This is an optimization exercise on Yosys and OpenROAD, whose aim is small area, a short achievable clock period and few clock cycles per item, not a production implementation.
Function was checked by simulation only, so behaviour that the tests miss may differ from the original.

// triangle_setup
module triangle_setup #(
  parameter int COORD_WIDTH   = 16,
  parameter int COEF_WIDTH    = 2*COORD_WIDTH+3,
  parameter int SCREEN_X_SIZE = 800,
  parameter int SCREEN_Y_SIZE = 600,
  parameter int CNT_WIDTH     = 16
) (
  input  logic                                    clk,
  input  logic                                    reset_n,
  input  logic                                    in_valid,
  output logic                                    in_ready,
  input  logic [2:0][1:0][COORD_WIDTH-1:0]        vertexes,
  input  logic [1:0]                              cull_mode,
  output logic                                    out_valid,
  input  logic                                    out_ready,
  output logic [2:0][COORD_WIDTH:0]               edge_a,
  output logic [2:0][COORD_WIDTH:0]               edge_b,
  output logic [2:0][COEF_WIDTH-1:0]              edge_c,
  output logic [COEF_WIDTH-1:0]                   area2,
  output logic [COORD_WIDTH-1:0]                  bbox_xmin,
  output logic [COORD_WIDTH-1:0]                  bbox_xmax,
  output logic [COORD_WIDTH-1:0]                  bbox_ymin,
  output logic [COORD_WIDTH-1:0]                  bbox_ymax,
  input  logic                                    stats_clr,
  output logic [CNT_WIDTH-1:0]                    cnt_in,
  output logic [CNT_WIDTH-1:0]                    cnt_out,
  output logic [CNT_WIDTH-1:0]                    cnt_culled,
  output logic                                    idle
);
  function automatic logic [16:0] cneg17(input logic [16:0] v, input logic n);
    logic [16:0] p;
    p = v;
    for (int d = 1; d < 17; d = d * 2) p = p | (p << d);
  ...
clock: 8.5 ns
lec_check: 0
abc_area: 1
cap_margin: 20
core_margin: 2
core_utilization: 30
cts_buf_list: sky130_fd_sc_hd__clkbuf_4 sky130_fd_sc_hd__clkbuf_8
cts_cluster_size: 25
setup_slack_margin: 4.0
slew_margin: 20
run.sh (not shown) runs the stock make flow with config.mk's settings and CLKGATE_MAP_FILE= SYNTH_SCRIPT=/design/flow/synth_recipe.tcl, a recipe that flattens the netlist after the stock synthesis.
Testbench counts at the start, summed over its fixed seeds: cycles 24,032, items 24,000.
==> next run, changes <==
==> flow/flow/run.sh (new file) <==
#!/bin/bash
# The standard layout (standard.sh: standard synthesis, floorplan, place,
# CTS, route, finish), with one change: the buffers that placement puts on
# every input and output port are made from sky130_fd_sc_hd__buf_1 rather
# than the cell buffer_ports picks by default. Timing repair still resizes
# them as needed. The full make/OpenROAD/Yosys output goes to standard.log;
# ORFS's per-step logs stay under orfs/logs/.
set -euo pipefail
export BUFFER_PORTS_ARGS="-buffer_cell sky130_fd_sc_hd__buf_1"
bash standard.sh > standard.log 2>&1
==> flow/standard.sh (new file) <==
#!/bin/bash
# synth_recipe.tcl (not shown) runs the flow's synth.tcl, then flattens the netlist and writes it again
# the make line also repeats each setting of config.mk as NAME=value (left out here)
make -C /OpenROAD-flow-scripts/flow DESIGN_CONFIG=/design/flow/config.mk WORK_HOME=/design/flow/orfs CLKGATE_MAP_FILE= SYNTH_SCRIPT=/design/flow/synth_recipe.tcl "${@:-finish}"
Settings changed: CORE_UTILIZATION 30 to 45, CTS_BUF_LIST sky130_fd_sc_hd__clkbuf_4 sky130_fd_sc_hd__clkbuf_8 to not set, CTS_CLUSTER_SIZE 25 to not set.
removed: flow/run.sh
Effect:
- first-iteration DRC count rose by 4.8%
- sequential share of layout area rose by 1.7 points
- cell area fell by 6.2%
- cell count fell by 11%
- synthesized area is unchanged
- worst hold slack is worse by 5.5 ps
- routed wire length fell by 4.9%
- via count fell by 0.91%
==> next run, changes <==
==> flow/run.sh (new file) <==
#!/bin/bash
# synth_recipe.tcl (not shown) runs the flow's synth.tcl, then flattens the netlist and writes it again
# the make line also repeats each setting of config.mk as NAME=value (left out here)
make -C /OpenROAD-flow-scripts/flow DESIGN_CONFIG=/design/flow/config.mk WORK_HOME=/design/flow/orfs CLKGATE_MAP_FILE= SYNTH_SCRIPT=/design/flow/synth_recipe.tcl finish
Settings changed: CORE_UTILIZATION 45 to 30.
removed: flow/flow/run.sh
removed: flow/standard.sh
Global-route usage fell by 11 points.
Final cell count rose by 11%.
Non-clock buffer count rose by 63.
Routed wire length rose by 4.2%.
Core utilization fell by 15 points.
Design area rose by 5.3%.
Area after synthesis is unchanged.
==> next run, changes <==
==> flow/flow/run.sh (new file) <==
#!/bin/bash
# The standard layout (standard.sh: standard synthesis, floorplan, place,
# CTS, route, finish), with one change: the buffers that placement puts on
# every input and output port are made from sky130_fd_sc_hd__buf_1 rather
# than the cell buffer_ports picks by default. Timing repair still resizes
# them as needed. The full make/OpenROAD/Yosys output goes to standard.log;
# ORFS's per-step logs stay under orfs/logs/.
set -euo pipefail
export BUFFER_PORTS_ARGS="-buffer_cell sky130_fd_sc_hd__buf_1"
bash standard.sh > standard.log 2>&1
==> flow/standard.sh (new file) <==
#!/bin/bash
# synth_recipe.tcl (not shown) runs the flow's synth.tcl, then flattens the netlist and writes it again
# the make line also repeats each setting of config.mk as NAME=value (left out here)
make -C /OpenROAD-flow-scripts/flow DESIGN_CONFIG=/design/flow/config.mk WORK_HOME=/design/flow/orfs CLKGATE_MAP_FILE= SYNTH_SCRIPT=/design/flow/synth_recipe.tcl "${@:-finish}"
Settings changed: CORE_UTILIZATION 30 to 60.
removed: flow/run.sh
=> The new run finished clean; wire length drops by roughly a tenth; register-to-register slack is worse by 30 ps.

* * *

run 1:
triangle_setup, a different RTL version from the one above (not shown whole).
For scale: roughly 8300 cells after synthesis, ~460 I/O pins.
==> flow/config.mk <==
export PLATFORM = sky130hd
export DESIGN_NAME = triangle_setup
export DESIGN_NICKNAME = triangle_setup
export VERILOG_FILES = /design/flow/design.v
export SDC_FILE = /design/flow/constraint.sdc
export NUM_CORES = 4
export LEC_CHECK = 0
export ABC_AREA = 1
export CAP_MARGIN = 20
export CORE_MARGIN = 2
export CORE_UTILIZATION = 30
export SETUP_SLACK_MARGIN = 3.5
export SLEW_MARGIN = 20
==> flow/constraint.sdc <==
create_clock -name core_clock -period 8.5 [get_ports {clk}]
set_input_delay 1.7000 -clock core_clock [delete_from_list [all_inputs] [get_ports {clk}]]
set_output_delay 1.7000 -clock core_clock [all_outputs]
set_load 0.01 [all_outputs]
Stock flow here: none of the scripts above is used.
Run 1: full flow OK, the timing, design-rule and antenna checks passed
Testbench counts of run 1, summed over its fixed seeds: cycles 24,032, items 24,000.
The following lists how run 2 was set up differently from run 1:
==> flow/flow/run.sh (new file) <==
#!/bin/bash
# The standard layout (standard.sh: standard synthesis, floorplan, place,
# CTS, route, finish), with one change: the buffers that placement puts on
# every input and output port are made from sky130_fd_sc_hd__buf_1 rather
# than the cell buffer_ports picks by default. Timing repair still resizes
# them as needed. The full make/OpenROAD/Yosys output goes to standard.log;
# ORFS's per-step logs stay under orfs/logs/.
set -euo pipefail
export BUFFER_PORTS_ARGS="-buffer_cell sky130_fd_sc_hd__buf_1"
bash standard.sh > standard.log 2>&1
==> flow/standard.sh (new file) <==
#!/bin/bash
# synth_recipe.tcl (not shown) runs the flow's synth.tcl, then flattens the netlist and writes it again
# the make line also repeats each setting of config.mk as NAME=value (left out here)
make -C /OpenROAD-flow-scripts/flow DESIGN_CONFIG=/design/flow/config.mk WORK_HOME=/design/flow/orfs CLKGATE_MAP_FILE= SYNTH_SCRIPT=/design/flow/synth_recipe.tcl "${@:-finish}"
--- a/flow/config.mk
+++ b/flow/config.mk
@@ -11,3 +11,3 @@
 export CORE_UTILIZATION = 30
-export SETUP_SLACK_MARGIN = 3.5
+export SETUP_SLACK_MARGIN = 4.0
 export SLEW_MARGIN = 20
removed: flow/run.sh
Findings:
NOTE: detailed-router iteration count before antenna repair in run 2 falls short of that of run 1
Relative to run 1, the sum of net half-perimeters after detailed placement measured on run 2 has increased slightly.
Sort run 2 and run 1 by critical path depth desc -> top: run 2
Diff run 1 -> run 2 | design area | up by a few percent
Taking run 1 as the reference point, the minimum setup slack among reg-to-reg paths of run 2 rises by 0.17 ns.
Run 2: count of plain and timing-repair buffers higher than run 1
Run 2 vs run 1: last weighted congestion value of the routability-driven placer down in run 2
Diff run 2 and run 1: time the worst path needs with I/O delays and setup lower in run 2
Input-level comparison between run 3 and run 2:
==> flow/run.sh (new file) <==
#!/bin/bash
# synth_recipe.tcl (not shown) runs the flow's synth.tcl, then flattens the netlist and writes it again
# the make line also repeats each setting of config.mk as NAME=value (left out here)
make -C /OpenROAD-flow-scripts/flow DESIGN_CONFIG=/design/flow/config.mk WORK_HOME=/design/flow/orfs CLKGATE_MAP_FILE= SYNTH_SCRIPT=/design/flow/synth_recipe.tcl finish
--- a/flow/config.mk
+++ b/flow/config.mk
@@ -10,4 +10,4 @@
 export CORE_MARGIN = 2
-export CORE_UTILIZATION = 30
-export SETUP_SLACK_MARGIN = 4.0
+export CORE_UTILIZATION = 50
+export SETUP_SLACK_MARGIN = 3.5
 export SLEW_MARGIN = 20
removed: flow/flow/run.sh
removed: flow/standard.sh
==> notes.md <==
Going from run 2 to run 3, detailed-route wire length on metal 1 went down, buffering overhead fell by 0.68 points.

re-timing with driven ports:
How much do the figures lean on ideal ports? The routed layouts below were timed once more, with nothing changed but the port constraints. Step 1 (the two cells are an assumption about what drives the block):
set clk [get_ports {clk}]
set_driving_cell -lib_cell sky130_fd_sc_hd__clkbuf_16 $clk
set_driving_cell -lib_cell sky130_fd_sc_hd__buf_2 [delete_from_list [all_inputs] $clk]
Step 2 moves the port delays by t, midway between the first and last clock arrival at a register: inputs arrive t later, outputs are due t later. That takes back most of the time a late clock gives input paths. Three values: no drivers, after step 1, after step 2; two values: the first two.
run	t, ns	setup slack, ns	worst hold slack (ns)	worst data-port slew with drivers (ns)	cell pins on the clock port's net
the first run of note 1	1.052	3.699 / 3.598 / 3.469	0.424 / 0.424 / 0.424	0.16	1
the second run of note 1	0.837	3.930 / 3.896 / 3.930	0.419 / 0.419 / 0.419	0.15	1
the third run of note 1	0.849	3.833 / 3.739 / 3.467	0.418 / 0.418 / 0.418	0.15	1
the fourth run of note 1	0.830	3.893 / 3.800 / 3.870	0.417 / 0.417 / 0.417	0.14	1
run 1	0.864	3.547 / 3.477 / 3.524	0.419 / 0.419 / 0.419	0.19	1
run 2	0.874	3.714 / 3.714 / 3.714	0.401 / 0.401 / 0.401	0.17	1
run 3	0.813	3.521 / 3.498 / 2.942	0.423 / 0.423 / 0.423	0.16	1
After both steps every run listed still meets setup and hold. For run 3, which loses most, drivers alone change the setup slack by -0.023 ns; drivers and shift together by -0.579 ns.
